This design comes from an exercise in tuning for a short achievable clock period and few clock cycles per item on the open sky130 flow, not from production work. Where RTL was checked, it was by simulation tests only, not by an equivalence proof against the original. No activity file was given, so power comes from the tool's default toggle rates.

==> run Y <==
==> flow/design.v (excerpt) <==
module mipsCore (
	input  logic                          CLK,
	input  logic                          rstN,
	output logic [mipsPkg::dataWidth-1:0] instrAddress,
	input  logic [mipsPkg::dataWidth-1:0] instrData,
	output logic [mipsPkg::dataWidth-1:0] dataAddress,
	output logic                          memRead,
	output logic                          memWrite,
	output logic [mipsPkg::dataWidth-1:0] dataWrite,
	output logic [1:0]                    writeSize,
	input  logic [mipsPkg::dataWidth-1:0] dataRead
);
export LEC_CHECK = 0
export ABC_CLOCK_PERIOD_IN_PS = 2000
export CAP_MARGIN = 50
export CORE_MARGIN = 2
export CORE_UTILIZATION = 30
export PLACE_DENSITY = 0.5
export SETUP_SLACK_MARGIN = 2.4
export SLEW_MARGIN = 70
create_clock -name core_clock -period 4.4 [get_ports {CLK}]
standard.sh (not shown) runs the stock make flow with config.mk's settings and CLKGATE_MAP_FILE= SYNTH_SCRIPT=/design/flow/synth_recipe.tcl, a recipe that flattens the netlist after the stock synthesis.
==> flow/flow/run.sh <==
#!/bin/bash
# Standard layout, with two synthesis changes: no full/half-adder cells
# (ABC maps the adders as plain gates) and ABC's delay-driven mapper;
# resizing may change a cell's footprint.
set -euo pipefail
{ head -n 1 synth_recipe.tcl; cat flow/abc_override.tcl; tail -n +2 synth_recipe.tcl; } > my_synth.tcl
bash standard.sh ADDER_MAP_FILE= MATCH_CELL_FOOTPRINT=0 SYNTH_SCRIPT="$PWD/my_synth.tcl" finish > standard_flow.log 2>&1
==> flow/flow/abc_override.tcl <==
# map with ABC's delay-driven mapper instead of the default script
proc abc {args} {
  set i [lsearch -exact $args -script]
  if {$i >= 0} {
    lset args [expr {$i + 1}] "+strash;dch;map,-D,1000;topo;buffer,-c;upsize,-c,-D,1000;dnsize,-c,-D,1000"
  }
  yosys abc {*}$args
}
==> inputs of run P, as changes to run Y <==
--- a/flow/design.v
+++ b/flow/design.v
@@ -172,12 +172,12 @@
 		rsByR <= nextRsByR;
 		rtByR <= nextRtByR;
 		rsByW <= nextRsByW;
 		rtByW <= nextRtByW;
 		for (int i = 0; i < 32; i++) begin
-			rsSel[i]    <= (nextRs == 5'(i)) && (i != 0) && (xWdest != 5'(i)) && (rDest != 5'(i));
-			rtSel[i]    <= (nextRt == 5'(i)) && (i != 0) && (xWdest != 5'(i)) && (rDest != 5'(i));
+			rsSel[i]    <= (nextRs == 5'(i)) && (i != 0) && !nextRsByR && !nextRsByW;
+			rtSel[i]    <= (nextRt == 5'(i)) && (i != 0) && !nextRtByR && !nextRtByW;
 			wDestSel[i] <= (rDest == 5'(i)) && (i != 0);
 		end
 		wData <= rData;
 	end
 	always_ff @(posedge CLK) begin
@@ -288,24 +288,23 @@
 	logic [5:0]  saSub, sbSub;
 	logic [5:0]  saEarly, sbEarly;
 	logic [5:0]  saSll, sbSll;
 	logic [5:0]  saSrl, sbSrl;
 	logic [5:0]  saOwn, sbOwn;
-	logic        saSlt0, saSlt1, sbSlt0, sbSlt1;    
+	logic        saSlt, sbSlt;
 	logic [5:0]  saAddH0, saAddH1, saSubH0, saSubH1;
 	logic [5:0]  sbAddH0, sbAddH1, sbSubH0, sbSubH1;
 	logic [2:0]  shAddH0, shAddH1, shSubH0, shSubH1;
 	logic [31:0] rSumAdd;
 	logic [31:0] rSumSub;
 	logic [31:16] rSumAdd1;
 	logic [31:16] rSumSub1;
 	logic [31:0] rEarly;
 	logic [31:0] rSll;
 	logic [31:0] rSrl;
-	logic        rLess0;      
-	logic        rLess1;
-	logic        rAdd, rSub, rEarlySel, rSllSel, rSrlSel, rSlt0, rSlt1;
+	logic        rLess;
+	logic        rAdd, rSub, rEarlySel, rSllSel, rSrlSel, rSlt;
 	logic        rAddH0, rAddH1, rSubH0, rSubH1;    
 	logic        cAddLo;      
 	logic        cSubLo;
 	always_ff @(posedge CLK or negedge rstN) begin
 		if (!rstN) begin
@@ -326,11 +325,11 @@
 	logic [2:0]  shSub;
 	logic [2:0]  shEarly;
 	logic [2:0]  shSll;
 	logic [2:0]  shSrl;
 	logic [2:0]  shOwn;
-	logic        shSlt0, shSlt1;
+	logic        shSlt;
 	logic        aShift;
 	logic [31:0] shB;
 	logic [5:0] fA;
 	logic [5:0] fB;
 	assign fA[0] = (aRs == xWdest) && (xWdest != 5'd0);
@@ -367,14 +366,12 @@
 			sbEarly[k] <= fB[k] & xLogic;
 			sbSll[k]   <= fB[k] & xSll;
 			sbSrl[k]   <= fB[k] & xSrl;
 			sbOwn[k]   <= ~fB[k];
 		end
-		saSlt0 <= fA[0] & xSlt & ~cSubLo;
-		saSlt1 <= fA[0] & xSlt & cSubLo;
-		sbSlt0 <= fB[0] & xSlt & ~cSubLo;
-		sbSlt1 <= fB[0] & xSlt & cSubLo;
+		saSlt <= fA[0] & xSlt;
+		sbSlt <= fB[0] & xSlt;
 		for (int k = 0; k < 3; k++) begin
 			shAdd[k]   <= fB[k + 3] & xAdd & aShift;
 			shSub[k]   <= fB[k + 3] & xSub & aShift;
 			shAddH0[k] <= fB[k + 3] & xAdd & aShift & ~cAddLo;
 			shAddH1[k] <= fB[k + 3] & xAdd & aShift & cAddLo;
@@ -383,12 +380,11 @@
 			shEarly[k] <= fB[k + 3] & xLogic & aShift;
 			shSll[k]   <= fB[k + 3] & xSll & aShift;
 			shSrl[k]   <= fB[k + 3] & xSrl & aShift;
 			shOwn[k]   <= ~fB[k + 3] & aShift;
 		end
-		shSlt0  <= fB[3] & xSlt & aShift & ~cSubLo;
-		shSlt1  <= fB[3] & xSlt & aShift & cSubLo;
+		shSlt   <= fB[3] & xSlt & aShift;
 		xShamt1 <= aShamt & {5{aShift}};
 		xShamt2 <= aShift ? aShamt : 5'b11111;
 	end
 	always_ff @(posedge CLK) begin
 		xOwnA       <= aZeroA ? 32'd0 : aSrcA;
@@ -427,12 +423,12 @@
 			srcB[i] = (sbAddH0[3 + (i - 16) / 6] & rSumAdd[i]) | (sbAddH1[3 + (i - 16) / 6] & rSumAdd1[i])
 			        | (sbSubH0[3 + (i - 16) / 6] & rSumSub[i]) | (sbSubH1[3 + (i - 16) / 6] & rSumSub1[i])
 			        | (sbEarly[3 + (i - 16) / 6] & rEarly[i]) | (sbSll[3 + (i - 16) / 6] & rSll[i])
 			        | (sbSrl[3 + (i - 16) / 6] & rSrl[i]) | (sbOwn[3 + (i - 16) / 6] & xOwnB[i]);
 		end
-		srcA[0] = srcA[0] | (saSlt0 & rLess0) | (saSlt1 & rLess1);
-		srcB[0] = srcB[0] | (sbSlt0 & rLess0) | (sbSlt1 & rLess1);
+		srcA[0] = srcA[0] | (saSlt & rLess);
+		srcB[0] = srcB[0] | (sbSlt & rLess);
 	end
 	always_comb begin
 		for (int i = 0; i < 16; i++) begin
 			shB[i] = (shAdd[0] & rSumAdd[i]) | (shSub[0] & rSumSub[i])
 			       | (shEarly[0] & rEarly[i]) | (shSll[0] & rSll[i])
@@ -442,11 +438,11 @@
 			shB[i] = (shAddH0[i / 24 + 1] & rSumAdd[i]) | (shAddH1[i / 24 + 1] & rSumAdd1[i])
 			       | (shSubH0[i / 24 + 1] & rSumSub[i]) | (shSubH1[i / 24 + 1] & rSumSub1[i])
 			       | (shEarly[i / 24 + 1] & rEarly[i]) | (shSll[i / 24 + 1] & rSll[i])
 			       | (shSrl[i / 24 + 1] & rSrl[i]) | (shOwn[i / 24 + 1] & xOwnB[i]);
 		end
-		shB[0] = shB[0] | (shSlt0 & rLess0) | (shSlt1 & rLess1);
+		shB[0] = shB[0] | (shSlt & rLess);
 	end
 	logic [31:0] sl [6];
 	logic [31:0] sr [6];
 	logic [4:0]  amt [3];
 	assign amt[0] = xShamt0;
@@ -476,10 +472,11 @@
 	logic [31:0] sumSub;
 	logic [31:16] sumAdd1;   
 	logic [31:16] sumSub1;
 	logic        less0;      
 	logic        less1;
+	logic        lessThan;
 	assign g  = srcA & srcB;
 	assign p  = srcA | srcB;
 	assign h  = srcA ^ srcB;
 	assign gs = srcA & ~srcB;
 	assign ps = srcA | ~srcB;
@@ -523,10 +520,11 @@
 	end
 	assign cAddLo   = ag[4][15];
 	assign cSubLo   = sg[4][15] | sp[4][15];
 	assign less0    = h[31] ? srcA[31] : sumSub[31];
 	assign less1    = h[31] ? srcA[31] : sumSub1[31];
+	assign lessThan = cSubLo ? less1 : less0;
 	always_ff @(posedge CLK) begin
 		rSumAdd   <= sumAdd;
 		rSumSub   <= sumSub;
 		rSumAdd1  <= sumAdd1;
 		rSumSub1  <= sumSub1;
@@ -538,30 +536,28 @@
 		           | ({32{xOr}}   & p)
 		           | ({32{xXor}}  & h)
 		           | ({32{xLoad}} & dataRead);
 		rSll      <= sl[5];
 		rSrl      <= sr[5];
-		rLess0    <= less0;
-		rLess1    <= less1;
+		rLess     <= lessThan;
 		rAdd      <= xAdd;
 		rSub      <= xSub;
 		rEarlySel <= xLogic;
 		rSllSel   <= xSll;
 		rSrlSel   <= xSrl;
-		rSlt0     <= xSlt & ~cSubLo;
-		rSlt1     <= xSlt & cSubLo;
+		rSlt      <= xSlt;
 	end
 	always_ff @(posedge CLK or negedge rstN) begin
 		if (!rstN) rDest <= '0;
 		else       rDest <= xWdest;
 	end
 	assign rData[15:0]  = ({16{rAdd}}      & rSumAdd[15:0])
 	                    | ({16{rSub}}      & rSumSub[15:0])
 	                    | ({16{rEarlySel}} & rEarly[15:0])
 	                    | ({16{rSllSel}}   & rSll[15:0])
 	                    | ({16{rSrlSel}}   & rSrl[15:0])
-	                    | {15'd0, rSlt0 & rLess0 | rSlt1 & rLess1};
+	                    | {15'd0, rSlt & rLess};
 	assign rData[31:16] = ({16{rAddH0}}    & rSumAdd[31:16])
 	                    | ({16{rAddH1}}    & rSumAdd1)
 	                    | ({16{rSubH0}}    & rSumSub[31:16])
 	                    | ({16{rSubH1}}    & rSumSub1)
 	                    | ({16{rEarlySel}} & rEarly[31:16])
==> inputs of run K, as changes to run Y <==
--- a/flow/design.v
+++ b/flow/design.v
@@ -288,24 +288,23 @@
 	logic [5:0]  saSub, sbSub;
 	logic [5:0]  saEarly, sbEarly;
 	logic [5:0]  saSll, sbSll;
 	logic [5:0]  saSrl, sbSrl;
 	logic [5:0]  saOwn, sbOwn;
-	logic        saSlt0, saSlt1, sbSlt0, sbSlt1;    
+	logic        saSlt, sbSlt;
 	logic [5:0]  saAddH0, saAddH1, saSubH0, saSubH1;
 	logic [5:0]  sbAddH0, sbAddH1, sbSubH0, sbSubH1;
 	logic [2:0]  shAddH0, shAddH1, shSubH0, shSubH1;
 	logic [31:0] rSumAdd;
 	logic [31:0] rSumSub;
 	logic [31:16] rSumAdd1;
 	logic [31:16] rSumSub1;
 	logic [31:0] rEarly;
 	logic [31:0] rSll;
 	logic [31:0] rSrl;
-	logic        rLess0;      
-	logic        rLess1;
-	logic        rAdd, rSub, rEarlySel, rSllSel, rSrlSel, rSlt0, rSlt1;
+	logic        rLess;
+	logic        rAdd, rSub, rEarlySel, rSllSel, rSrlSel, rSlt;
 	logic        rAddH0, rAddH1, rSubH0, rSubH1;    
 	logic        cAddLo;      
 	logic        cSubLo;
 	always_ff @(posedge CLK or negedge rstN) begin
 		if (!rstN) begin
@@ -326,11 +325,11 @@
 	logic [2:0]  shSub;
 	logic [2:0]  shEarly;
 	logic [2:0]  shSll;
 	logic [2:0]  shSrl;
 	logic [2:0]  shOwn;
-	logic        shSlt0, shSlt1;
+	logic        shSlt;
 	logic        aShift;
 	logic [31:0] shB;
 	logic [5:0] fA;
 	logic [5:0] fB;
 	assign fA[0] = (aRs == xWdest) && (xWdest != 5'd0);
@@ -367,14 +366,12 @@
 			sbEarly[k] <= fB[k] & xLogic;
 			sbSll[k]   <= fB[k] & xSll;
 			sbSrl[k]   <= fB[k] & xSrl;
 			sbOwn[k]   <= ~fB[k];
 		end
-		saSlt0 <= fA[0] & xSlt & ~cSubLo;
-		saSlt1 <= fA[0] & xSlt & cSubLo;
-		sbSlt0 <= fB[0] & xSlt & ~cSubLo;
-		sbSlt1 <= fB[0] & xSlt & cSubLo;
+		saSlt <= fA[0] & xSlt;
+		sbSlt <= fB[0] & xSlt;
 		for (int k = 0; k < 3; k++) begin
 			shAdd[k]   <= fB[k + 3] & xAdd & aShift;
 			shSub[k]   <= fB[k + 3] & xSub & aShift;
 			shAddH0[k] <= fB[k + 3] & xAdd & aShift & ~cAddLo;
 			shAddH1[k] <= fB[k + 3] & xAdd & aShift & cAddLo;
@@ -383,12 +380,11 @@
 			shEarly[k] <= fB[k + 3] & xLogic & aShift;
 			shSll[k]   <= fB[k + 3] & xSll & aShift;
 			shSrl[k]   <= fB[k + 3] & xSrl & aShift;
 			shOwn[k]   <= ~fB[k + 3] & aShift;
 		end
-		shSlt0  <= fB[3] & xSlt & aShift & ~cSubLo;
-		shSlt1  <= fB[3] & xSlt & aShift & cSubLo;
+		shSlt   <= fB[3] & xSlt & aShift;
 		xShamt1 <= aShamt & {5{aShift}};
 		xShamt2 <= aShift ? aShamt : 5'b11111;
 	end
 	always_ff @(posedge CLK) begin
 		xOwnA       <= aZeroA ? 32'd0 : aSrcA;
@@ -427,12 +423,12 @@
 			srcB[i] = (sbAddH0[3 + (i - 16) / 6] & rSumAdd[i]) | (sbAddH1[3 + (i - 16) / 6] & rSumAdd1[i])
 			        | (sbSubH0[3 + (i - 16) / 6] & rSumSub[i]) | (sbSubH1[3 + (i - 16) / 6] & rSumSub1[i])
 			        | (sbEarly[3 + (i - 16) / 6] & rEarly[i]) | (sbSll[3 + (i - 16) / 6] & rSll[i])
 			        | (sbSrl[3 + (i - 16) / 6] & rSrl[i]) | (sbOwn[3 + (i - 16) / 6] & xOwnB[i]);
 		end
-		srcA[0] = srcA[0] | (saSlt0 & rLess0) | (saSlt1 & rLess1);
-		srcB[0] = srcB[0] | (sbSlt0 & rLess0) | (sbSlt1 & rLess1);
+		srcA[0] = srcA[0] | (saSlt & rLess);
+		srcB[0] = srcB[0] | (sbSlt & rLess);
 	end
 	always_comb begin
 		for (int i = 0; i < 16; i++) begin
 			shB[i] = (shAdd[0] & rSumAdd[i]) | (shSub[0] & rSumSub[i])
 			       | (shEarly[0] & rEarly[i]) | (shSll[0] & rSll[i])
@@ -442,11 +438,11 @@
 			shB[i] = (shAddH0[i / 24 + 1] & rSumAdd[i]) | (shAddH1[i / 24 + 1] & rSumAdd1[i])
 			       | (shSubH0[i / 24 + 1] & rSumSub[i]) | (shSubH1[i / 24 + 1] & rSumSub1[i])
 			       | (shEarly[i / 24 + 1] & rEarly[i]) | (shSll[i / 24 + 1] & rSll[i])
 			       | (shSrl[i / 24 + 1] & rSrl[i]) | (shOwn[i / 24 + 1] & xOwnB[i]);
 		end
-		shB[0] = shB[0] | (shSlt0 & rLess0) | (shSlt1 & rLess1);
+		shB[0] = shB[0] | (shSlt & rLess);
 	end
 	logic [31:0] sl [6];
 	logic [31:0] sr [6];
 	logic [4:0]  amt [3];
 	assign amt[0] = xShamt0;
@@ -476,10 +472,11 @@
 	logic [31:0] sumSub;
 	logic [31:16] sumAdd1;   
 	logic [31:16] sumSub1;
 	logic        less0;      
 	logic        less1;
+	logic        lessThan;
 	assign g  = srcA & srcB;
 	assign p  = srcA | srcB;
 	assign h  = srcA ^ srcB;
 	assign gs = srcA & ~srcB;
 	assign ps = srcA | ~srcB;
@@ -523,10 +520,11 @@
 	end
 	assign cAddLo   = ag[4][15];
 	assign cSubLo   = sg[4][15] | sp[4][15];
 	assign less0    = h[31] ? srcA[31] : sumSub[31];
 	assign less1    = h[31] ? srcA[31] : sumSub1[31];
+	assign lessThan = cSubLo ? less1 : less0;
 	always_ff @(posedge CLK) begin
 		rSumAdd   <= sumAdd;
 		rSumSub   <= sumSub;
 		rSumAdd1  <= sumAdd1;
 		rSumSub1  <= sumSub1;
@@ -538,30 +536,28 @@
 		           | ({32{xOr}}   & p)
 		           | ({32{xXor}}  & h)
 		           | ({32{xLoad}} & dataRead);
 		rSll      <= sl[5];
 		rSrl      <= sr[5];
-		rLess0    <= less0;
-		rLess1    <= less1;
+		rLess     <= lessThan;
 		rAdd      <= xAdd;
 		rSub      <= xSub;
 		rEarlySel <= xLogic;
 		rSllSel   <= xSll;
 		rSrlSel   <= xSrl;
-		rSlt0     <= xSlt & ~cSubLo;
-		rSlt1     <= xSlt & cSubLo;
+		rSlt      <= xSlt;
 	end
 	always_ff @(posedge CLK or negedge rstN) begin
 		if (!rstN) rDest <= '0;
 		else       rDest <= xWdest;
 	end
 	assign rData[15:0]  = ({16{rAdd}}      & rSumAdd[15:0])
 	                    | ({16{rSub}}      & rSumSub[15:0])
 	                    | ({16{rEarlySel}} & rEarly[15:0])
 	                    | ({16{rSllSel}}   & rSll[15:0])
 	                    | ({16{rSrlSel}}   & rSrl[15:0])
-	                    | {15'd0, rSlt0 & rLess0 | rSlt1 & rLess1};
+	                    | {15'd0, rSlt & rLess};
 	assign rData[31:16] = ({16{rAddH0}}    & rSumAdd[31:16])
 	                    | ({16{rAddH1}}    & rSumAdd1)
 	                    | ({16{rSubH0}}    & rSumSub[31:16])
 	                    | ({16{rSubH1}}    & rSumSub1)
 	                    | ({16{rEarlySel}} & rEarly[31:16])
==> comparison table <==
                                                                               run Y                    run P                    run K
Antenna violations before repair                                                  17                       15                       18
Placement row count                                                              190                      189                      190
Non-clock buffering overhead                                                   13.1%                    11.7%                    11.2%
Maximum vdd ir drop                                                         0.329 mV                 0.345 mV                 0.444 mV
Area growth, synth to finish                                                   40.9%                    39.1%                    38.4%
Post-route setup slack                                                       2040 ps                  2070 ps                  2020 ps
Hold path endpoint                                                      writeSize[0]             writeSize[1]                     xSub
Top fanout value on the critical path                                              5                        6                        9
Required arrival time at the worst endpoint                                  5150 ps                  5150 ps                  5220 ps
First-pass GRT wire length                                                 614000 um                585000 um                602000 um
Finished Layout Cells                                                          13000                    12700                    12700
Worst flop-to-flop path startpoint                                          shSrl[1]               sbAddH1[4]                 saOwn[4]
Clock tree buffer depth                                                            4                        3                        3
Non-clock inverter total of the final layout                                     459                      520                      485
Post-synthesis cell count                                                       8204                     8067                     8063
M1 wire length                                                             161000 um                154000 um                161000 um
Global Route met1 Usage                                                        37.5%                    36.8%                    38.1%
Synthesized-area fraction occupied by and/or/nand/nor cells                    18.1%                    17.7%                    17.8%
Run status                                                   complete, no violations  complete, no violations  complete, no violations
Detail Route met3 WL                                                        54700 um                 53700 um                 52800 um
Initial detailed-routing violation count                                       13500                    12700                    12000
Testbench counts of run Y, summed over its fixed seeds: cycles 40,503, instrs 39,840.
Function not checked in run P and run K: the RTL went through the layout flow alone.

-- what the ideal ports hide --
Ports are ideal in the flow. The routed layouts listed here were re-timed in OpenROAD. Step 1, drivers: a clkbuf_16 drives CLK and a buf_2 each remaining input, both assumed. Step 2 adds t to the input delays and takes it off the output delays; t is the mean of the earliest and latest rising clock arrival at the registers after step 1. Input paths then give back, and output paths get back, about the clock's delay inside the block. Three values: no drivers, after step 1, after step 2; two values: the first two.
run	t, ns	setup WS [ns]	hold slack, ns	worst slew at a driven data input, ns
run Y	0.988	2.042 / 1.965 / 1.721	0.337 / 0.337 / 0.337	0.09
run P	0.962	2.066 / 1.983 / 1.435	0.349 / 0.306 / 0.349	0.07
run K	0.974	2.021 / 1.966 / 1.707	0.342 / 0.342 / 0.342	0.11
After both steps every run listed still meets setup and hold. For run P, which loses most, drivers alone change the setup slack by -0.083 ns; drivers and shift together by -0.631 ns.
